Context: an optimization exercise on an open-source flow, tuned for small area, a short achievable clock period and few clock cycles. The choices shown serve that exercise and are no tape-out recipe. At most, simulation tests tie the RTL to the original design; equivalence was not proved. No activity file was given, so power comes from the tool's default toggle rates.

Design transpose_pingpong, start of the top module:
module transpose_pingpong #(
  parameter  int VALUE_WIDTH     = 17,
  parameter  int N               = 8,
  localparam int AXIS_DATA_WIDTH = 8 * ((VALUE_WIDTH - 1) / 8 + 1)
) (
  input  logic                       i_clk,
  input  logic                       i_aresetn,
  input  logic                       i_axis_TVALID,
  output logic                       o_axis_TREADY,
  input  logic [AXIS_DATA_WIDTH-1:0] i_axis_TDATA,
  input  logic                       i_axis_TLAST,
  output logic                       o_axis_TVALID,
  input  logic                       i_axis_TREADY,
  output logic [AXIS_DATA_WIDTH-1:0] o_axis_TDATA,
  output logic                       o_axis_TLAST,
  output logic                       o_tlast_err
);
  localparam int VW    = VALUE_WIDTH;
  localparam int DEPTH = N * N;        
  localparam int AW    = $clog2(DEPTH);
  localparam int D1   = 7;
  localparam int D2   = 14;
  localparam int D3   = 28;
  localparam int TAIL = DEPTH - 3 - D1 - D2 - D3;    
  logic pad_unused;
  assign pad_unused = ^i_axis_TDATA;
  logic [AW-1:0] c1, c2;
  logic          fpar;        
  logic          fp1, fp2;    
  assign c2  = c1 + 1'b1;
  assign fp2 = fp1 ^ (&c1);
  logic          s1, s2, s3;  
  logic [AW-1:0] q1, q2, q3;
  assign q1 = c1 - AW'(1);
  assign q2 = c1 - AW'(D1 + 2);
  assign q3 = c1 - AW'(D1 + D2 + 3);
  always_ff @(posedge i_clk) begin
    s1 <= q1[3] & ~q1[0];
    s2 <= q2[4] & ~q2[1];
    s3 <= q3[5] & ~q3[2];
  end
  logic [VW-1:0] ring_in;
  logic [VW-1:0] p0, p1, p2;
  logic [VW-1:0] b1 [D1];
  logic [VW-1:0] b2 [D2];
  logic [VW-1:0] b3 [D3];
  logic [VW-1:0] tl [TAIL];
  logic [VW-1:0] y1, y2, y3;
  logic [VW-1:0] ring_out;    
  logic [VW-1:0] ring_next;   
  assign y1 = s1 ? p0 : b1[D1-1];
  assign y2 = s2 ? p1 : b2[D2-1];
  ...
Settings: LEC_CHECK=0, ABC_CLOCK_PERIOD_IN_PS=2000, CAP_MARGIN=20, CORE_MARGIN=2, CORE_UTILIZATION=60, CTS_BUF_LIST=sky130_fd_sc_hd__clkbuf_16 sky130_fd_sc_hd__clkbuf_8, CTS_CLUSTER_DIAMETER=70, CTS_CLUSTER_SIZE=34, PLACE_DENSITY=0.75, SETUP_SLACK_MARGIN=2.0, SLEW_MARGIN=20; clock period 4.0 ns.
standard.sh (not shown) runs the stock make flow with config.mk's settings and CLKGATE_MAP_FILE= SYNTH_SCRIPT=/design/flow/synth_recipe.tcl, a recipe that flattens the netlist after the stock synthesis.
==> flow/flow/run.sh <==
#!/bin/bash
# The standard layout (standard.sh), with two changes to how it is made:
# the port buffers are plain buf_1 cells, and the resizer may change a cell's
# footprint while repairing (the platform otherwise restricts it to cells of
# the same footprint, which keeps slow delay cells on the ports).
set -euo pipefail
bash standard.sh MATCH_CELL_FOOTPRINT=0 "BUFFER_PORTS_ARGS=-buffer_cell sky130_fd_sc_hd__buf_1" finish > standard_flow.log 2>&1
The first run finished with timing, DRC and antenna clean.
Testbench counts at the start, summed over its fixed seeds: cycles 16,904.
Change:
==> flow/flow/run.sh (replaced) <==
#!/bin/bash
# The standard layout (standard.sh), with two changes to how it is made:
# the port buffers are plain buf_4 cells, and the resizer may change a cell's
# footprint while repairing (the platform otherwise restricts it to cells of
# the same footprint, which keeps slow delay cells on the ports).
set -euo pipefail
bash standard.sh MATCH_CELL_FOOTPRINT=0 "BUFFER_PORTS_ARGS=-buffer_cell sky130_fd_sc_hd__buf_4" finish > standard_flow.log 2>&1
CORE_UTILIZATION = 50   (was 60)
PLACE_DENSITY = 0.7   (was 0.75)
Sequential share of layout area shrinks by 0.92 points; worst hold slack loses 150 ps; core utilization decreases by 10 points; global-route usage fell by 2.9 points.
Change:
==> flow/flow/run.sh (replaced) <==
#!/bin/bash
# The standard layout (standard.sh), with two changes to how it is made:
# the port buffers are plain buf_2 cells, and the resizer may change a cell's
# footprint while repairing (the platform otherwise restricts it to cells of
# the same footprint, which keeps slow delay cells on the ports).
set -euo pipefail
bash standard.sh MATCH_CELL_FOOTPRINT=0 "BUFFER_PORTS_ARGS=-buffer_cell sky130_fd_sc_hd__buf_2" finish > standard_flow.log 2>&1
CORE_UTILIZATION = 60   (was 50)
PLACE_DENSITY = 0.75   (was 0.7)
Critical path depth does not change.
Register-to-register slack gets worse by 20 ps.
Final area fell by 1.5%.
Cell count fell by 4.5%.
Hold slack gets better by 140 ps.
Clock-buffer cell count fell by 1.
Routed wire length rose by 4.6%.
Total power fell by 1.7%.
Change:
CORE_UTILIZATION = 66   (was 60)
PLACE_DENSITY = 0.8   (was 0.75)
=> Worst hold slack improves by 17 ps; design area stays flat; area after synthesis stays the same; critical path depth does not change; setup slack improves by 5.9 ps; power goes up slightly; die area goes down by a little under a tenth; utilization goes up by 6.8 points.

Setup of trial 69:
The RTL this note starts from:
==> flow/design.v <==
module transpose_pingpong #(
  parameter  int VALUE_WIDTH     = 17,
  parameter  int N               = 8,
  localparam int AXIS_DATA_WIDTH = 8 * ((VALUE_WIDTH - 1) / 8 + 1)
) (
  input  logic                       i_clk,
  input  logic                       i_aresetn,
  input  logic                       i_axis_TVALID,
  output logic                       o_axis_TREADY,
  input  logic [AXIS_DATA_WIDTH-1:0] i_axis_TDATA,
  input  logic                       i_axis_TLAST,
  output logic                       o_axis_TVALID,
  input  logic                       i_axis_TREADY,
  output logic [AXIS_DATA_WIDTH-1:0] o_axis_TDATA,
  output logic                       o_axis_TLAST,
  output logic                       o_tlast_err
);
  localparam int VW    = VALUE_WIDTH;
  localparam int DEPTH = N * N;        
  localparam int AW    = $clog2(DEPTH);
  localparam int D1   = 7;
  localparam int D2   = 14;
  localparam int D3   = 28;
  localparam int TAIL = DEPTH - 3 - D1 - D2 - D3;    
  logic pad_unused;
  assign pad_unused = ^i_axis_TDATA;
  logic [AW-1:0] c1, c2;
  logic          fpar;        
  logic          fp1, fp2;    
  logic          s1, s2, s3;  
  logic [AW-1:0] q1, q2, q3;
  assign q1 = c1 - AW'(1);
  assign q2 = c1 - AW'(D1 + 2);
  assign q3 = c1 - AW'(D1 + D2 + 3);
  logic [VW-1:0] ring_in;
  logic [VW-1:0] p0, p1, p2;
  logic [VW-1:0] b1 [D1];
  logic [VW-1:0] b2 [D2];
  logic [VW-1:0] b3 [D3];
  logic [VW-1:0] tl [TAIL];
  logic [VW-1:0] y1, y2, y3;
  logic [VW-1:0] ring_out;    
  logic [VW-1:0] ring_next;   
  assign y1 = s1 ? p0 : b1[D1-1];
  assign y2 = s2 ? p1 : b2[D2-1];
  assign y3 = s3 ? p2 : b3[D3-1];
  assign ring_out  = tl[TAIL-1];
  assign ring_next = tl[TAIL-2];
  always_ff @(posedge i_clk) begin
    p0    <= ring_in;
    b1[0] <= s1 ? b1[D1-1] : p0;
    for (int i = 1; i < D1; i++) b1[i] <= b1[i-1];
    p1    <= y1;
    b2[0] <= s2 ? b2[D2-1] : p1;
    for (int i = 1; i < D2; i++) b2[i] <= b2[i-1];
    p2    <= y2;
    b3[0] <= s3 ? b3[D3-1] : p2;
    for (int i = 1; i < D3; i++) b3[i] <= b3[i-1];
    tl[0] <= y3;
    for (int i = 1; i < TAIL; i++) tl[i] <= tl[i-1];
  end
  logic [AW-1:0] wp;          
  logic          wpar;        
  logic          have_out;    
  logic [AW-1:0] rp;          
  logic          rpar;        
  logic          ready_q;
  logic          nready_q;    
  logic          accept;
  logic          load;
  logic          w_last;
  logic          r_last;
  logic [VW-1:0] o_value;
  logic          bn_q;        
  logic          eq_next;     
  logic          sink_free;
  logic          a_last;
  logic          x_next;
  logic [3:0]    rdy_case;    
  logic          ready_n;
  logic          bn_n;
  assign ready_q       = !nready_q;
  assign o_axis_TREADY = ready_q;
  assign ring_in   = ready_q ? i_axis_TDATA[VW-1:0] : ring_out;
  assign accept    = i_axis_TVALID && ready_q;
  assign w_last    = &wp;
  assign r_last    = &rp;
  assign sink_free = !o_axis_TVALID || i_axis_TREADY;
  assign a_last    = accept && w_last;
  assign load = (bn_q || a_last) && sink_free;
  assign x_next = have_out && (c2 == rp) && (fp2 == rpar);
  assign bn_n   = load ? !r_last : (x_next && !a_last);
  assign eq_next = (wp == c1);
  always_comb begin
    logic gone;
    logic lt, le, lt1;
    gone = have_out && r_last;
    lt   = (wp < rp);         
    le   = (wp <= rp);        
    lt1  = (wp + 1'b1 < rp);  
    rdy_case[0] = eq_next && (!have_out || lt) &&
                  ((wp == '0) ? (!have_out || (fp1 == rpar)) : (fp1 == wpar));
    rdy_case[1] = eq_next && (!have_out || gone || le) &&
                  ((wp == '0) ? (!have_out || gone || (fp1 == rpar)) : (fp1 == wpar));
    rdy_case[2] = !w_last && (!have_out || lt1);
    rdy_case[3] = w_last || !have_out || gone || lt;
  end
  logic [3:0] rdy_late;       
  always_comb begin
    logic fr0, fr1;           
    fr0 = !o_axis_TVALID;
    fr1 = 1'b1;
    rdy_late[0] = rdy_case[{1'b0, bn_q && fr0}];
    rdy_late[1] = rdy_case[{1'b0, bn_q && fr1}];
    rdy_late[2] = rdy_case[{ready_q, (bn_q || (ready_q && w_last)) && fr0}];
    rdy_late[3] = rdy_case[{ready_q, (bn_q || (ready_q && w_last)) && fr1}];
  end
  assign ready_n = rdy_late[{i_axis_TVALID, i_axis_TREADY}];
  always_ff @(posedge i_clk or negedge i_aresetn) begin
    if (!i_aresetn) begin
      c1          <= AW'(1);
      c2          <= AW'(2);
      fpar        <= 1'b0;
      fp1         <= 1'b0;
      fp2         <= 1'b0;
      s1          <= 1'b0;
      s2          <= 1'b0;
      s3          <= 1'b0;
      wp          <= '0;
      wpar        <= 1'b0;
      rp          <= '0;
      rpar        <= 1'b0;
      have_out    <= 1'b0;
      bn_q        <= 1'b0;
      nready_q    <= 1'b0;
      o_tlast_err <= 1'b0;
    end else begin
      c1          <= c2;
      c2          <= c2 + 1'b1;
      fpar        <= fp1;
      fp1         <= fp2;
      fp2         <= fp2 ^ (&c2);
      s1          <= q1[3] & ~q1[0];
      s2          <= q2[4] & ~q2[1];
      s3          <= q3[5] & ~q3[2];
      bn_q        <= bn_n;
      nready_q    <= !ready_n;
      o_tlast_err <= accept && (i_axis_TLAST != w_last);
      if (accept) begin
        if (wp == '0) wpar <= fpar;
        wp <= wp + 1'b1;
      end
      if (a_last) begin
        have_out <= 1'b1;
        rpar     <= ~wpar;
        rp       <= AW'(load);
      end else if (load) begin
        rp <= rp + 1'b1;
        if (r_last) have_out <= 1'b0;
      end
    end
  end
  always_ff @(posedge i_clk) begin
    if (sink_free) begin
      o_value      <= ring_next;
      o_axis_TLAST <= r_last;
    end
  end
  always_ff @(posedge i_clk or negedge i_aresetn) begin
    if (!i_aresetn) begin
      o_axis_TVALID <= 1'b0;
    end else if (sink_free) begin
      o_axis_TVALID <= load;
    end
  end
  assign o_axis_TDATA = {{(AXIS_DATA_WIDTH - VW){o_value[VW-1]}}, o_value};
endmodule
==> flow/config.mk <==
export PLATFORM = sky130hd
export DESIGN_NAME = transpose_pingpong
export DESIGN_NICKNAME = transpose_pingpong
export VERILOG_FILES = /design/flow/design.v
export SDC_FILE = /design/flow/constraint.sdc
export NUM_CORES = 4
export LEC_CHECK = 0
export ABC_CLOCK_PERIOD_IN_PS = 2000
export CAP_MARGIN = 20
export CORE_MARGIN = 2
export CORE_UTILIZATION = 60
export CTS_BUF_LIST = sky130_fd_sc_hd__clkbuf_16 sky130_fd_sc_hd__clkbuf_8
export CTS_CLUSTER_DIAMETER = 70
export CTS_CLUSTER_SIZE = 32
export PLACE_DENSITY = 0.75
export SETUP_SLACK_MARGIN = 2.1
export SLEW_MARGIN = 20
==> flow/constraint.sdc <==
create_clock -name core_clock -period 4.0 [get_ports {i_clk}]
set_input_delay 0.8000 -clock core_clock [delete_from_list [all_inputs] [get_ports {i_clk}]]
set_output_delay 0.8000 -clock core_clock [all_outputs]
set_load 0.01 [all_outputs]
run.sh (not shown) runs the stock make flow with config.mk's settings and CLKGATE_MAP_FILE= SYNTH_SCRIPT=/design/flow/synth_recipe.tcl, a recipe that flattens the netlist after the stock synthesis.
Stock flow here: none of the scripts above is used.
Changes in trial 54 relative to trial 69:
==> flow/flow/run.sh (new file) <==
#!/bin/bash
# Standard layout, but let the resizer change cell footprints (e.g. replace
# the slow delay-cell port buffers) while repairing timing.
set -euo pipefail
bash standard.sh MATCH_CELL_FOOTPRINT=0 finish > standard_flow.log 2>&1
==> flow/standard.sh (new file) <==
#!/bin/bash
# synth_recipe.tcl (not shown) runs the flow's synth.tcl, then flattens the netlist and writes it again
# the make line also repeats each setting of config.mk as NAME=value (left out here)
make -C /OpenROAD-flow-scripts/flow DESIGN_CONFIG=/design/flow/config.mk WORK_HOME=/design/flow/orfs CLKGATE_MAP_FILE= SYNTH_SCRIPT=/design/flow/synth_recipe.tcl "${@:-finish}"
removed: flow/run.sh
Results
Trial 54: full flow OK, the timing, DRC and antenna checks passed
As far as core footprint is concerned, trial 54 and trial 69 perform about the same.
Between trial 54 and trial 69, the difference in post-route standard cell area excluding fillers is negligible.
Worst-case clock skew across trial 54 and trial 69: no real change.
Looking at worst setup slack, trial 54 sits 0.0067 ns below trial 69.
Minimum clock period: higher on trial 54
No functional check of the RTL was part of any run of this note.

== before ==
RTL: one of the versions met above, not the one the previous note started from.
Size: about 1100 flip-flops, about 57 I/O pins.
export LEC_CHECK = 0
export ABC_CLOCK_PERIOD_IN_PS = 2000
export CAP_MARGIN = 10
export CORE_MARGIN = 2
export CORE_UTILIZATION = 60
export CTS_BUF_LIST = sky130_fd_sc_hd__clkbuf_16 sky130_fd_sc_hd__clkbuf_8
export CTS_CLUSTER_DIAMETER = 70
export CTS_CLUSTER_SIZE = 34
export PLACE_DENSITY = 0.75
export SETUP_SLACK_MARGIN = 2.0
export SLEW_MARGIN = 10
create_clock -name core_clock -period 4.0 [get_ports {i_clk}]
standard.sh (not shown) runs the stock make flow with config.mk's settings and CLKGATE_MAP_FILE= SYNTH_SCRIPT=/design/flow/synth_recipe.tcl, a recipe that flattens the netlist after the stock synthesis.
==> flow/flow/run.sh <==
#!/bin/bash
# The standard layout (standard.sh), with two changes to how it is made:
# the port buffers are plain buf_2 cells, and the resizer may change a cell's
# footprint while repairing (the platform otherwise restricts it to cells of
# the same footprint, which keeps slow delay cells on the ports).
set -euo pipefail
bash standard.sh MATCH_CELL_FOOTPRINT=0 "BUFFER_PORTS_ARGS=-buffer_cell sky130_fd_sc_hd__buf_2" finish > standard_flow.log 2>&1
Testbench counts of before, summed over its fixed seeds: cycles 16,904.
### before -> after
# before
export LEC_CHECK = 0
export ABC_CLOCK_PERIOD_IN_PS = 2000
export CAP_MARGIN = 10
export CORE_MARGIN = 2
export CORE_UTILIZATION = 60
export CTS_BUF_LIST = sky130_fd_sc_hd__clkbuf_16 sky130_fd_sc_hd__clkbuf_8
export CTS_CLUSTER_DIAMETER = 70
export CTS_CLUSTER_SIZE = 34
export PLACE_DENSITY = 0.75
export SETUP_SLACK_MARGIN = 2.0
export SLEW_MARGIN = 10
create_clock -name core_clock -period 4.0 [get_ports {i_clk}]
# after
export LEC_CHECK = 0
export ABC_CLOCK_PERIOD_IN_PS = 2000
export CAP_MARGIN = 20
export CORE_MARGIN = 2
export CORE_UTILIZATION = 60
export CTS_BUF_LIST = sky130_fd_sc_hd__clkbuf_16 sky130_fd_sc_hd__clkbuf_8
export CTS_CLUSTER_DIAMETER = 60
export CTS_CLUSTER_SIZE = 28
export PLACE_DENSITY = 0.75
export SETUP_SLACK_MARGIN = 2.0
export SLEW_MARGIN = 20
create_clock -name core_clock -period 4.0 [get_ports {i_clk}]
==> flow/flow/run.sh <==
#!/bin/bash
# The standard layout (standard.sh), with two changes to how it is made:
# the port buffers are plain buf_4 cells, and the resizer may change a cell's
# footprint while repairing (the platform otherwise restricts it to cells of
# the same footprint, which keeps slow delay cells on the ports).
set -euo pipefail
bash standard.sh MATCH_CELL_FOOTPRINT=0 "BUFFER_PORTS_ARGS=-buffer_cell sky130_fd_sc_hd__buf_4" finish > standard_flow.log 2>&1
==> comparison <==
- after finished end to end and its layout was clean on timing, DRC and antenna.
- after improves on before in post-DP HPWL.
- In after, the total CTS buffers came out 25% above the value in before.
- Wire length per cell: after vs before — no meaningful difference

## separate check: timing with driven ports
In the flow no input, the clock included, has a driving cell. The finished layouts below were timed again as built, in two steps. Step 1 assumes that a clkbuf_16 drives the clock port and a buf_2 every other input. Step 2, shift: input delay + t, output delay - t, t = (earliest + latest rising clock arrival at the registers) / 2. This alone moves slack from input paths to output paths. Three values: ideal, step 1, step 2; two values: the first two.
| run | t, ns | setup WS [ns] | hold slack, ns | worst setup path at the end | worst slew at a driven data input, ns |
|---|---|---|---|---|---|
| the first run of note 1 | 0.633 | 2.066 / 2.014 / 1.646 | 0.286 / 0.279 / 0.286 | input to register | 0.06 |
| the second run of note 1 | 0.633 | 2.054 / 1.996 / 1.642 | 0.136 / 0.104 / 0.291 | input to register | 0.04 |
| the third run of note 1 | 0.638 | 2.056 / 2.000 / 1.681 | 0.279 / 0.246 / 0.325 | input to register | 0.06 |
| the fourth run of note 1 | 0.625 | 2.062 / 2.006 / 1.673 | 0.297 / 0.264 / 0.328 | input to register | 0.04 |
| trial 69 | 0.632 | 1.814 / 1.814 / 1.408 | 0.304 / 0.304 / 0.304 | input to register | 0.04 |
| trial 54 | 0.632 | 1.808 / 1.808 / 1.401 | 0.304 / 0.304 / 0.304 | input to register | 0.04 |
| before | 0.638 | 2.056 / 2.000 / 1.681 | 0.279 / 0.246 / 0.325 | input to register | 0.06 |
| after | 0.653 | 2.050 / 1.996 / 1.652 | 0.129 / 0.099 / 0.320 | input to register | 0.06 |
After both steps every run listed still meets setup and hold. The setup slack of the first run of note 1, which loses most, moves by -0.052 ns with the drivers and by -0.420 ns with both steps.
